Source: an optimization exercise on an open RTL-to-GDS flow (aim: small area, a short achievable clock period and few clock cycles per item). Production flows keep margins and buffers that such runs may drop. In this exercise RTL edits were held to simulation tests only and were not proved equivalent to the original. No activity file was given, so power comes from the tool's default toggle rates.

===== flow/design.v =====
`default_nettype none
package gffp_pkg;
  localparam int MAX_COLS = 16;
  localparam int MAX_ROWS = 16;
  localparam int COL_W  = $clog2(MAX_COLS);
  localparam int ROW_W  = $clog2(MAX_ROWS);
  localparam int COLS_W = $clog2(MAX_COLS + 1);
  localparam int ROWS_W = $clog2(MAX_ROWS + 1);
  localparam int FUNC_W    = 2;
  localparam int XY_W      = 4;
  localparam int DIM_W     = 5;
  localparam int CFG_W     = 5;
  localparam int CFG_IDX_W = 1;
  localparam int SUM_W     = 8;
  localparam logic [CFG_IDX_W-1:0] REG_GRID_WIDTH  = 1'd0;
  localparam logic [CFG_IDX_W-1:0] REG_GRID_HEIGHT = 1'd1;
  localparam logic [CFG_W-1:0] GRID_WIDTH_RST  = 5'd16;
  localparam logic [CFG_W-1:0] GRID_HEIGHT_RST = 5'd16;
  localparam logic [FUNC_W-1:0] FUNC_PLACE = 2'd0;
  localparam logic [FUNC_W-1:0] FUNC_MARK  = 2'd1;
  localparam logic [FUNC_W-1:0] FUNC_CLEAR = 2'd2;
  localparam logic [FUNC_W-1:0] FUNC_NONE  = 2'd3;
  typedef struct packed {
    logic [FUNC_W-1:0]   op;
    logic [XY_W-1:0]     pos_x;
    logic [XY_W-1:0]     pos_y;
    logic [DIM_W-1:0]    rect_w;
    logic [DIM_W-1:0]    rect_h;
    logic [COLS_W-1:0]   gw;
    logic [ROWS_W-1:0]   gh;
    logic                dims_ok;
    logic                can_rot;
    logic                mark_ok;
    logic [MAX_COLS-1:0] mark_mask;
    logic [ROWS_W-1:0]   mark_end;
  } cmd_t;
  typedef struct packed {
    logic             found;
    logic [XY_W-1:0]  place_x;
    logic [XY_W-1:0]  place_y;
    logic             rotated;
    logic [DIM_W-1:0] placed_width;
    logic [DIM_W-1:0] placed_height;
  } res_t;
  function automatic logic [MAX_COLS-1:0] low_ones(input logic [SUM_W-1:0] n);
    logic [MAX_COLS-1:0] m;
    m = '0;
    for (int i = 0; i < MAX_COLS; i++) begin
      m[i] = (SUM_W'(i) < n);
    end
    low_ones = m;
  endfunction
  function automatic logic [SUM_W-1:0] min_sum(input logic [SUM_W-1:0] a,
                                               input logic [SUM_W-1:0] b);
    min_sum = (a < b) ? a : b;
  endfunction
endpackage
`default_nettype wire
`default_nettype none
module gffp_front (
  input  wire logic                           clk,
  input  wire logic                           rst_n,
  input  wire logic                           push,
  output logic                                full,
  input  wire logic [gffp_pkg::FUNC_W-1:0]    in_func,
  input  wire logic [gffp_pkg::XY_W-1:0]      in_pos_x,
  input  wire logic [gffp_pkg::XY_W-1:0]      in_pos_y,
  input  wire logic [gffp_pkg::DIM_W-1:0]     in_rect_width,
  input  wire logic [gffp_pkg::DIM_W-1:0]     in_rect_height,
  input  wire logic                           cfg_valid,
  output logic                                cfg_ready,
  input  wire logic [gffp_pkg::CFG_IDX_W-1:0] cfg_index,
  input  wire logic [gffp_pkg::CFG_W-1:0]     cfg_data,
  output logic                                cmd_vld,
  output gffp_pkg::cmd_t                      cmd,
  input  wire logic                           cmd_pop
);
  logic [gffp_pkg::CFG_W-1:0] gw_reg_r;
  logic [gffp_pkg::CFG_W-1:0] gh_reg_r;
  gffp_pkg::cmd_t slot0_r;
  gffp_pkg::cmd_t slot1_r;
  logic           wr_ptr_r;
  logic           rd_ptr_r;
  logic [1:0]     cnt_r;
  gffp_pkg::cmd_t             cmd_new;
  logic [gffp_pkg::SUM_W-1:0] gw_s;
  logic [gffp_pkg::SUM_W-1:0] gh_s;
  logic [gffp_pkg::SUM_W-1:0] px_s;
  logic [gffp_pkg::SUM_W-1:0] py_s;
  logic [gffp_pkg::SUM_W-1:0] rw_s;
  logic [gffp_pkg::SUM_W-1:0] rh_s;
  logic [gffp_pkg::SUM_W-1:0] col_cnt;
  logic [gffp_pkg::SUM_W-1:0] row_end;
  logic                       do_push;
  logic                       do_pop;
  assign cfg_ready = 1'b1;
  always_ff @(posedge clk) begin
    if (!rst_n) begin
      gw_reg_r <= gffp_pkg::GRID_WIDTH_RST;
      gh_reg_r <= gffp_pkg::GRID_HEIGHT_RST;
    end else if (cfg_valid) begin
      case (cfg_index)
        gffp_pkg::REG_GRID_WIDTH:  gw_reg_r <= cfg_data;
        gffp_pkg::REG_GRID_HEIGHT: gh_reg_r <= cfg_data;
        default: ;
      endcase
    end
  end
  always_comb begin
    gw_s = gffp_pkg::min_sum(gffp_pkg::SUM_W'(gw_reg_r), gffp_pkg::SUM_W'(gffp_pkg::MAX_COLS));
    gh_s = gffp_pkg::min_sum(gffp_pkg::SUM_W'(gh_reg_r), gffp_pkg::SUM_W'(gffp_pkg::MAX_ROWS));
    px_s = gffp_pkg::SUM_W'(in_pos_x);
    py_s = gffp_pkg::SUM_W'(in_pos_y);
    rw_s = gffp_pkg::SUM_W'(in_rect_width);
    rh_s = gffp_pkg::SUM_W'(in_rect_height);
    col_cnt = gffp_pkg::min_sum(rw_s, gw_s - px_s);
    row_end = gffp_pkg::min_sum(gh_s, py_s + rh_s);
    cmd_new.op        = in_func;
    cmd_new.pos_x     = in_pos_x;
    cmd_new.pos_y     = in_pos_y;
    cmd_new.rect_w    = in_rect_width;
    cmd_new.rect_h    = in_rect_height;
    cmd_new.gw        = gffp_pkg::COLS_W'(gw_s);
    cmd_new.gh        = gffp_pkg::ROWS_W'(gh_s);
    cmd_new.dims_ok   = (in_rect_width != '0) && (in_rect_height != '0);
    cmd_new.can_rot   = (in_rect_width != in_rect_height);
    cmd_new.mark_ok   = cmd_new.dims_ok && (px_s < gw_s) && (py_s < gh_s);
    cmd_new.mark_mask = gffp_pkg::low_ones(col_cnt) << in_pos_x;
    cmd_new.mark_end  = gffp_pkg::ROWS_W'(row_end);
  end
  assign full    = (cnt_r == 2'd2);
  assign cmd_vld = (cnt_r != 2'd0);
  assign cmd     = rd_ptr_r ? slot1_r : slot0_r;
  assign do_push = push && !full;
  assign do_pop  = cmd_pop && cmd_vld;
  always_ff @(posedge clk) begin
    if (do_push) begin
      if (wr_ptr_r) begin
        slot1_r <= cmd_new;
      end else begin
        slot0_r <= cmd_new;
      end
    end
  end
  always_ff @(posedge clk) begin
    if (!rst_n) begin
      wr_ptr_r <= 1'b0;
      rd_ptr_r <= 1'b0;
      cnt_r    <= 2'd0;
    end else begin
      if (do_push) begin
        wr_ptr_r <= !wr_ptr_r;
      end
      if (do_pop) begin
        rd_ptr_r <= !rd_ptr_r;
      end
      case ({do_push, do_pop})
        2'b10:   cnt_r <= cnt_r + 2'd1;
        2'b01:   cnt_r <= cnt_r - 2'd1;
        default: cnt_r <= cnt_r;
      endcase
    end
  end
endmodule
`default_nettype wire
`default_nettype none
module gffp_engine (
  input  wire logic           clk,
  input  wire logic           rst_n,
  input  wire logic           cmd_vld,
  input  wire gffp_pkg::cmd_t cmd,
  output logic                cmd_pop,
  output logic                res_push,
  output gffp_pkg::res_t      res,
  input  wire logic           res_full
);
  localparam logic [1:0] ST_IDLE = 2'd0;
  localparam logic [1:0] ST_SCAN = 2'd1;
  localparam logic [1:0] ST_FILL = 2'd2;
  localparam logic [1:0] ST_RESP = 2'd3;
  localparam int DR_W = gffp_pkg::ROWS_W;
  logic [1:0]                    state_r, state_nxt;
  gffp_pkg::cmd_t                cmd_r, cmd_nxt;
  logic [gffp_pkg::ROW_W-1:0]    row_r, row_nxt;
  logic                          scan_left_r, scan_left_nxt;
  logic                          eval_vld_r, eval_vld_nxt;
  logic [gffp_pkg::ROW_W-1:0]    eval_row_r, eval_row_nxt;
  logic [gffp_pkg::MAX_COLS-1:0][DR_W-1:0] dr_r;
  logic [gffp_pkg::MAX_COLS-1:0][DR_W-1:0] dr_nxt;
  logic                          best_vld_r, best_vld_nxt;
  logic [gffp_pkg::COL_W-1:0]    best_x_r, best_x_nxt;
  logic [gffp_pkg::ROW_W-1:0]    best_y_r, best_y_nxt;
  logic                          best_rot_r, best_rot_nxt;
  logic [gffp_pkg::ROWS_W-1:0]   fill_row_r, fill_row_nxt;
  logic [gffp_pkg::ROWS_W-1:0]   fill_end_r, fill_end_nxt;
  logic [gffp_pkg::MAX_COLS-1:0] fill_mask_r, fill_mask_nxt;
  gffp_pkg::res_t                res_r, res_nxt;
  logic [gffp_pkg::MAX_ROWS-1:0][gffp_pkg::MAX_COLS-1:0] occ_r;
  logic [gffp_pkg::MAX_ROWS-1:0][gffp_pkg::MAX_COLS-1:0] occ_nxt;
  logic [gffp_pkg::MAX_COLS-1:0] row_bits;
  logic [gffp_pkg::MAX_COLS-1:0][DR_W-1:0] dr_row;
  logic [gffp_pkg::MAX_COLS-1:0] g_u, g_r, m_u, m_r, ok_u, ok_r;
  logic                          hit;
  logic [gffp_pkg::COL_W-1:0]    hit_x;
  logic [gffp_pkg::DIM_W-1:0]    best_w, best_h;
  logic [gffp_pkg::SUM_W-1:0]    bx_s, by_s;
  always_comb begin
    row_bits = occ_r[row_r];
    m_u = gffp_pkg::low_ones(gffp_pkg::SUM_W'(cmd_r.rect_w));
    m_r = gffp_pkg::low_ones(gffp_pkg::SUM_W'(cmd_r.rect_h));
    for (int x = 0; x < gffp_pkg::MAX_COLS; x++) begin
      if ((gffp_pkg::SUM_W'(x) < gffp_pkg::SUM_W'(cmd_r.gw)) && !row_bits[x]) begin
        dr_row[x] = dr_r[x] + 1'b1;
      end else begin
        dr_row[x] = '0;
      end
      g_u[x] = gffp_pkg::SUM_W'(dr_r[x]) >= gffp_pkg::SUM_W'(cmd_r.rect_h);
      g_r[x] = gffp_pkg::SUM_W'(dr_r[x]) >= gffp_pkg::SUM_W'(cmd_r.rect_w);
    end
    for (int x = 0; x < gffp_pkg::MAX_COLS; x++) begin
      ok_u[x] = cmd_r.dims_ok
             && (gffp_pkg::SUM_W'(x) + gffp_pkg::SUM_W'(cmd_r.rect_w)
                 <= gffp_pkg::SUM_W'(cmd_r.gw))
             && (((g_u >> x) & m_u) == m_u);
      ok_r[x] = cmd_r.dims_ok && cmd_r.can_rot
             && (gffp_pkg::SUM_W'(x) + gffp_pkg::SUM_W'(cmd_r.rect_h)
                 <= gffp_pkg::SUM_W'(cmd_r.gw))
             && (((g_r >> x) & m_r) == m_r);
    end
    hit   = |(ok_u | ok_r);
    hit_x = '0;
    for (int x = gffp_pkg::MAX_COLS - 1; x >= 0; x--) begin
      if (ok_u[x] || ok_r[x]) begin
        hit_x = gffp_pkg::COL_W'(x);
      end
    end
  end
  always_comb begin
    best_w = best_rot_r ? cmd_r.rect_h : cmd_r.rect_w;
    best_h = best_rot_r ? cmd_r.rect_w : cmd_r.rect_h;
    bx_s   = gffp_pkg::SUM_W'(best_x_r);
    by_s   = gffp_pkg::SUM_W'(best_y_r);
  end
  always_comb begin
    state_nxt     = state_r;
    cmd_nxt       = cmd_r;
    row_nxt       = row_r;
    scan_left_nxt = scan_left_r;
    eval_vld_nxt  = eval_vld_r;
    eval_row_nxt  = eval_row_r;
    dr_nxt        = dr_r;
    best_vld_nxt  = best_vld_r;
    best_x_nxt    = best_x_r;
    best_y_nxt    = best_y_r;
    best_rot_nxt  = best_rot_r;
    fill_row_nxt  = fill_row_r;
    fill_end_nxt  = fill_end_r;
    fill_mask_nxt = fill_mask_r;
    res_nxt       = res_r;
    occ_nxt       = occ_r;
    cmd_pop       = 1'b0;
    res_push      = 1'b0;
    case (state_r)
      ST_IDLE: begin
        if (cmd_vld) begin
          cmd_pop = 1'b1;
          cmd_nxt = cmd;
          res_nxt = '0;
          case (cmd.op)
            gffp_pkg::FUNC_PLACE: begin
              if (cmd.dims_ok && (cmd.gh != '0)) begin
                row_nxt       = gffp_pkg::ROW_W'(cmd.gh - 1'b1);
                scan_left_nxt = 1'b1;
                eval_vld_nxt  = 1'b0;
                best_vld_nxt  = 1'b0;
                for (int x = 0; x < gffp_pkg::MAX_COLS; x++) begin
                  dr_nxt[x] = '0;
                end
                state_nxt = ST_SCAN;
              end else begin
                state_nxt = ST_RESP;
              end
            end
            gffp_pkg::FUNC_MARK: begin
              res_nxt.found         = 1'b1;
              res_nxt.place_x       = cmd.pos_x;
              res_nxt.place_y       = cmd.pos_y;
              res_nxt.placed_width  = cmd.rect_w;
              res_nxt.placed_height = cmd.rect_h;
              fill_row_nxt  = gffp_pkg::ROWS_W'(cmd.pos_y);
              fill_end_nxt  = cmd.mark_end;
              fill_mask_nxt = cmd.mark_mask;
              state_nxt     = cmd.mark_ok ? ST_FILL : ST_RESP;
            end
            gffp_pkg::FUNC_CLEAR: begin
              for (int r = 0; r < gffp_pkg::MAX_ROWS; r++) begin
                occ_nxt[r] = '0;
              end
              state_nxt = ST_RESP;
            end
            default: begin
              state_nxt = ST_RESP;
            end
          endcase
        end
      end
      ST_SCAN: begin
        if (scan_left_r) begin
          dr_nxt        = dr_row;
          eval_vld_nxt  = 1'b1;
          eval_row_nxt  = row_r;
          scan_left_nxt = (row_r != '0);
          row_nxt       = row_r - 1'b1;
        end else begin
          eval_vld_nxt = 1'b0;
        end
        if (eval_vld_r && hit) begin
          best_vld_nxt = 1'b1;
          best_x_nxt   = hit_x;
          best_y_nxt   = eval_row_r;
          best_rot_nxt = !ok_u[hit_x];
        end
        if (!scan_left_r && !eval_vld_r) begin
          if (best_vld_r) begin
            res_nxt.found         = 1'b1;
            res_nxt.place_x       = bx_s[gffp_pkg::XY_W-1:0];
            res_nxt.place_y       = by_s[gffp_pkg::XY_W-1:0];
            res_nxt.rotated       = best_rot_r;
            res_nxt.placed_width  = best_w;
            res_nxt.placed_height = best_h;
            fill_row_nxt  = gffp_pkg::ROWS_W'(best_y_r);
            fill_end_nxt  = gffp_pkg::ROWS_W'(by_s + gffp_pkg::SUM_W'(best_h));
            fill_mask_nxt = gffp_pkg::low_ones(gffp_pkg::SUM_W'(best_w)) << best_x_r;
            state_nxt     = ST_FILL;
          end else begin
            state_nxt = ST_RESP;
          end
        end
      end
      ST_FILL: begin
        occ_nxt[fill_row_r[gffp_pkg::ROW_W-1:0]] =
          occ_r[fill_row_r[gffp_pkg::ROW_W-1:0]] | fill_mask_r;
        fill_row_nxt = fill_row_r + 1'b1;
        if (fill_row_nxt == fill_end_r) begin
          state_nxt = ST_RESP;
        end
      end
      ST_RESP: begin
        res_push = 1'b1;
        if (!res_full) begin
          state_nxt = ST_IDLE;
        end
      end
      default: begin
        state_nxt = ST_IDLE;
      end
    endcase
  end
  assign res = res_r;
  always_ff @(posedge clk) begin
    cmd_r       <= cmd_nxt;
    row_r       <= row_nxt;
    eval_row_r  <= eval_row_nxt;
    dr_r        <= dr_nxt;
    best_x_r    <= best_x_nxt;
    best_y_r    <= best_y_nxt;
    best_rot_r  <= best_rot_nxt;
    fill_row_r  <= fill_row_nxt;
    fill_end_r  <= fill_end_nxt;
    fill_mask_r <= fill_mask_nxt;
    res_r       <= res_nxt;
  end
  always_ff @(posedge clk) begin
    if (!rst_n) begin
      state_r     <= ST_IDLE;
      scan_left_r <= 1'b0;
      eval_vld_r  <= 1'b0;
      best_vld_r  <= 1'b0;
      for (int r = 0; r < gffp_pkg::MAX_ROWS; r++) begin
        occ_r[r] <= '0;
      end
    end else begin
      state_r     <= state_nxt;
      scan_left_r <= scan_left_nxt;
      eval_vld_r  <= eval_vld_nxt;
      best_vld_r  <= best_vld_nxt;
      occ_r       <= occ_nxt;
    end
  end
endmodule
`default_nettype wire
`default_nettype none
module gffp_outq (
  input  wire logic                        clk,
  input  wire logic                        rst_n,
  input  wire logic                        res_push,
  input  wire gffp_pkg::res_t              res,
  output logic                             res_full,
  output logic                             empty,
  input  wire logic                        pop,
  output logic                             out_found,
  output logic [gffp_pkg::XY_W-1:0]        out_place_x,
  output logic [gffp_pkg::XY_W-1:0]        out_place_y,
  output logic                             out_rotated,
  output logic [gffp_pkg::DIM_W-1:0]       out_placed_width,
  output logic [gffp_pkg::DIM_W-1:0]       out_placed_height
);
  gffp_pkg::res_t slot0_r;
  gffp_pkg::res_t slot1_r;
  gffp_pkg::res_t head;
  logic           wr_ptr_r;
  logic           rd_ptr_r;
  logic [1:0]     cnt_r;
  logic           do_push;
  logic           do_pop;
  assign res_full = (cnt_r == 2'd2);
  assign empty    = (cnt_r == 2'd0);
  assign do_push  = res_push && !res_full;
  assign do_pop   = pop && !empty;
  assign head     = rd_ptr_r ? slot1_r : slot0_r;
  assign out_found         = head.found;
  assign out_place_x       = head.place_x;
  assign out_place_y       = head.place_y;
  assign out_rotated       = head.rotated;
  assign out_placed_width  = head.placed_width;
  assign out_placed_height = head.placed_height;
  always_ff @(posedge clk) begin
    if (do_push) begin
      if (wr_ptr_r) begin
        slot1_r <= res;
      end else begin
        slot0_r <= res;
      end
    end
  end
  always_ff @(posedge clk) begin
    if (!rst_n) begin
      wr_ptr_r <= 1'b0;
      rd_ptr_r <= 1'b0;
      cnt_r    <= 2'd0;
    end else begin
      if (do_push) begin
        wr_ptr_r <= !wr_ptr_r;
      end
      if (do_pop) begin
        rd_ptr_r <= !rd_ptr_r;
      end
      case ({do_push, do_pop})
        2'b10:   cnt_r <= cnt_r + 2'd1;
        2'b01:   cnt_r <= cnt_r - 2'd1;
        default: cnt_r <= cnt_r;
      endcase
    end
  end
endmodule
`default_nettype wire
`default_nettype none
module grid_first_fit_placer (
  input  wire logic                           clk,
  input  wire logic                           rst_n,
  input  wire logic                           push,
  output logic                                full,
  input  wire logic [gffp_pkg::FUNC_W-1:0]    in_func,
  input  wire logic [gffp_pkg::XY_W-1:0]      in_pos_x,
  input  wire logic [gffp_pkg::XY_W-1:0]      in_pos_y,
  input  wire logic [gffp_pkg::DIM_W-1:0]     in_rect_width,
  input  wire logic [gffp_pkg::DIM_W-1:0]     in_rect_height,
  output logic                                empty,
  input  wire logic                           pop,
  output logic                                out_found,
  output logic [gffp_pkg::XY_W-1:0]           out_place_x,
  output logic [gffp_pkg::XY_W-1:0]           out_place_y,
  output logic                                out_rotated,
  output logic [gffp_pkg::DIM_W-1:0]          out_placed_width,
  output logic [gffp_pkg::DIM_W-1:0]          out_placed_height,
  input  wire logic                           cfg_valid,
  output logic                                cfg_ready,
  input  wire logic [gffp_pkg::CFG_IDX_W-1:0] cfg_index,
  input  wire logic [gffp_pkg::CFG_W-1:0]     cfg_data
);
  logic           cmd_vld;
  gffp_pkg::cmd_t cmd;
  logic           cmd_pop;
  logic           res_push;
  gffp_pkg::res_t res;
  logic           res_full;
  gffp_front u_front (
    .clk            (clk),
    .rst_n          (rst_n),
    .push           (push),
    .full           (full),
    .in_func        (in_func),
    .in_pos_x       (in_pos_x),
    .in_pos_y       (in_pos_y),
    .in_rect_width  (in_rect_width),
    .in_rect_height (in_rect_height),
    .cfg_valid      (cfg_valid),
    .cfg_ready      (cfg_ready),
    .cfg_index      (cfg_index),
    .cfg_data       (cfg_data),
    .cmd_vld        (cmd_vld),
    .cmd            (cmd),
    .cmd_pop        (cmd_pop)
  );
  gffp_engine u_engine (
    .clk      (clk),
    .rst_n    (rst_n),
    .cmd_vld  (cmd_vld),
    .cmd      (cmd),
    .cmd_pop  (cmd_pop),
    .res_push (res_push),
    .res      (res),
    .res_full (res_full)
  );
  gffp_outq u_outq (
    .clk               (clk),
    .rst_n             (rst_n),
    .res_push          (res_push),
    .res               (res),
    .res_full          (res_full),
    .empty             (empty),
    .pop               (pop),
    .out_found         (out_found),
    .out_place_x       (out_place_x),
    .out_place_y       (out_place_y),
    .out_rotated       (out_rotated),
    .out_placed_width  (out_placed_width),
    .out_placed_height (out_placed_height)
  );
endmodule
`default_nettype wire

===== flow/run.sh =====
#!/bin/bash
# synth_recipe.tcl (not shown) runs the flow's synth.tcl, then flattens the netlist and writes it again
# the make line also repeats each setting of config.mk as NAME=value (left out here)
make -C /OpenROAD-flow-scripts/flow DESIGN_CONFIG=/design/flow/config.mk WORK_HOME=/design/flow/orfs CLKGATE_MAP_FILE= SYNTH_SCRIPT=/design/flow/synth_recipe.tcl finish

===== flow/config.mk =====
export PLATFORM = sky130hd
export DESIGN_NAME = grid_first_fit_placer
export DESIGN_NICKNAME = grid_first_fit_placer
export VERILOG_FILES = /design/flow/design.v
export SDC_FILE = /design/flow/constraint.sdc
export NUM_CORES = 4
export LEC_CHECK = 0
export CAP_MARGIN = 20
export CORE_MARGIN = 2
export CORE_UTILIZATION = 40
export SLEW_MARGIN = 20

===== flow/constraint.sdc =====
create_clock -name core_clock -period 7.0 [get_ports {clk}]
set_input_delay 1.4000 -clock core_clock [delete_from_list [all_inputs] [get_ports {clk}]]
set_output_delay 1.4000 -clock core_clock [all_outputs]
set_load 0.01 [all_outputs]

==> flow_summary.toml <==
[clock_tree]
postCtsSetupBuffers = 0
clkLatencyLatePin_ns = 0.64
htree_num_levels = 3
cts_inserted_buffers = 69
root_buffer = "clkbuf_16"
cts_sinks = 587
cts_tree = "built"
post_cts_resized = 0
ctsHoldBuffers = 0
clockBufferDepth = 3
clk_pin_slew_ns = 0.06

[yosys]
synth_edf_count = 308
synth_fp_nets = 4265
yosys-top-cells-area = "edfxtp_1 (24%), dfxtp_1 (14%), ha_1 (11%)"
synth_ff_type = "edfxtp_1"
synth-simple-area-share_pct = 16.3
synth-xor-area-share_pct = 2.74
synthCells = 3895
synth_top_area_share_pct = 23.9
async_flop_share_pct = 0
synth_fa_ha_area_share_pct = 11.1
synth_compound_area_share_pct = 16.7
synth_top_family_by_area = "compound AO/OA/AOI/OAI gates"
ys_ff_latch = 587
syn_area_um2 = 38700
synth_largest_area_cell = "edfxtp_1"
ys_types = 99
yosysSeqAreaShare_pct = 38.3
synth_mux_area_share_pct = 11.6
ys_warn_count = 3
avgSynthCellArea_um2 = 9.94

[routing]
drc = 0
first_iter_violations = 2829
vias = 31200
routed_wl_um = 127000
drt-wirelength-per-cell_um = 24.2
dr.pass1.iters = 6
via_per_inst = 5.97
ant_nets = 0

[power]
ir_drop_uv = 350
cellLeakagePower_nw = 15.9
p_per_area_nw_per_um2 = 509

[layout]
area_delta_synth_final_pct = 10.9
final_nets = 4279
drive_gt1_share_pct = 11.4
ff_latch_area_um2 = 14800
stdcell_area_um2 = 42900
multi_input_area_um2 = 22700
finish.utilization_pct = 44.6
fillers = 9252
stdcell_count = 5237

[global_routing]
grt_pass1_vias = 30200
antenna_found_initial = 3
overflow = 0
grt_pass1_wl_um = 191000
grt_usage_pct = 25.3
grt_max_degree = 109

[critical_path]
crit_fanout = 18
end_kind = "register"
cp-start-kind = "register"
arrival_ns = 6.22
critPathKind = "register to register"
cp.required_ns = 7.30

[sta]
finalHoldViolations = 0
rsz0062_at_grt = "no"
finClkSkew_ns = 0.0425
whs_ns = 0.444
min_period_ns = 5.93
setup_viol = 0
fin_tns_setup_ns = 0
tightestPinTransition_ns = 1.19
period_share_pct = 84.7
maxSlewHeadroom_pct = 20.5
drv_slew = 0
fmax_ghz = 0.169

[placement]
dpl.hpwl_um = 87300
portBuffers = 52
place_area_um2 = 40800
dp_cells = 5114
globalplace.congestion = 1.00

[floorplanning]
rows = 114
die_h_um = 315
core-area_um2 = 96300
start_util_pct = 40.2
die_area_um2 = 99300
io_pins = 54
fp.dieW_um = 315

[run_status]
outcome = "complete, no violations"

[job]
drv_cap = 0

[worst_hold_path]
hold_path_class = "register to register"
[layout make-up]
class,instances,share of cell area [%]
clock inverters,28,0.559
flip-flops and latches,587,34.5
well taps,1276,3.72
diodes,1,0.00583
inverters,139,1.22
repair buffers,136,2.68
multi-input cells,2976,52.8
clock buffers,94,4.45
[state kept, by name (all words and copies together), names as in the netlist, 2 cells and up]
register,flops
u_engine.best_y_r,4
u_engine.dr_r,80
u_engine.occ_r,256
u_front.gw_reg_r,5
u_front.slot1_r,54
u_engine.state_r,2
u_front.slot0_r,54
u_outq.slot0_r,20
u_engine.fill_end_r,5
u_engine.fill_row_r,5
u_engine.res_r,20
u_engine.fill_mask_r,16
u_engine.row_r,4
u_engine.best_x_r,4
u_outq.cnt_r,2
u_front.gh_reg_r,5
u_engine.cmd_r,17
u_engine.eval_row_r,4
u_outq.slot1_r,20
u_front.cnt_r,2
[power breakdown]
part	internal, W	leakage, nW	switching (W)
logic	0.00448	9.69	0.00864
clock network	0.00197	1.06	0.00150
registers	0.00455	5.16	0.000710
total	0.0110	15.9	0.0109
[stage by stage]
step	setup slack, ns	total power, W
after floorplan	0.723	0.0136
after global placement	0.753	0.0181
after detailed placement	0.838	0.0182
after CTS	1.09	0.0217
after global routing	0.780	0.0233
final	1.07	0.0219
[kinds of logic (layout without fill, tap and decap cells)]
group,count (synthesis),count (layout)
other cells,1,2
flops,587,587
compound gates,1005,1005
xor+xnor,121,121
simple gates,1260,1260
buf+inv,332,397
fa+ha+maj,340,340
mux,249,249
[path summary, 6_finish.rpt]
path	endpoint	from	slack (ns)	depth (start not counted)
hold reg to reg	u_outq.slot0_r[0]	u_engine.res_r[0]	0.44	0
setup / recovery	u_engine.best_x_r[3]	u_engine.cmd_r[41]	1.07	16
setup reg to reg	u_engine.best_x_r[3]	u_engine.cmd_r[41]	1.07	16
hold / removal	u_outq.slot0_r[0]	u_engine.res_r[0]	0.44	0
[critical path, cell delays in order (launching register included)]
cell and delay, ns:
edfxtp_1 0.32, buf_4 0.25, clkinv_1 0.52, buf_4 0.45, ha_1 0.34, a21o_1 0.11, a31oi_1 0.05, o21ai_1 0.54
o22ai_1 0.18, a221o_1 0.29, a2111oi_0 0.96, a22oi_1 0.23, nand2_1 0.17, or3b_1 0.25, o21ai_0 0.38, a21boi_0 0.28
buf_4 0.26
[cell usage after synthesis (130+ instances only)]
| master | n |
|---|---|
| a21oi_1 | 179 |
| and2_1 | 185 |
| clkbuf_1 | 146 |
| dfxtp_1 | 279 |
| edfxtp_1 | 308 |
| ha_1 | 334 |
| inv_1 | 130 |
| mux4_2 | 155 |
| nand2_1 | 415 |
| nor2_1 | 223 |
| nor2b_1 | 148 |
| o21ai_0 | 285 |
[placed cells by master (no fill, tap or decap), types with 17 or more instances in the layout]
cell               n
nand2_1          413
ha_1             333
edfxtp_1         308
o21ai_0          283
dfxtp_1          278
nor2_1           218
and2_1           184
a21oi_1          178
mux4_2           155
nor2b_1          148
inv_1            130
a22oi_1          106
buf_4             84
xnor2_1           71
clkbuf_16         70
nand3_1           69
o22ai_1           64
clkdlybuf4s50_1   51
xor2_1            50
mux2i_1           50
a21o_1            46
mux2_2            44
a211oi_1          40
nand2b_1          37
a31oi_1           34
o21a_1            31
or2_2             30
nor3_1            27
o21ai_1           26
o211ai_1          24
or3_1             19
clkbuf_1          17
[layer usage]
layer	share of wire (%)	track usage, %
met4	4.1	10.5
met5	0	0
met3	6.3	3.74
met1	43	33.3
met2	47	41.5
Testbench counts, summed over its fixed seeds: cycles 46,864, items 2,400.

re-timing with driven ports:
How much do the figures lean on ideal ports? The routed layout below was timed once more, with nothing changed but the port constraints. Step 1 assumes that a clkbuf_16 drives the clock port and a buf_2 every other input. Step 2 adds t to the input delays and takes it off the output delays; t is the mean of the earliest and latest rising clock arrival at the registers after step 1. Input paths then give back, and output paths get back, about the clock's delay inside the block. Slacks: ideal ports / drivers / drivers and shift; pairs: ideal ports / drivers.
t (ns): 0.688
setup slack, ns: 1.072 / 1.072 / 0.831
hold WS [ns]: 0.444 / 0.444 / 0.444
worst setup path after step 2: input to register
slew at the worst register clock pin (ns): 0.06 / 0.06
After both steps setup and hold are still met in this run. The setup slack of this run moves by 0.000 ns with the drivers and by -0.241 ns with both steps.
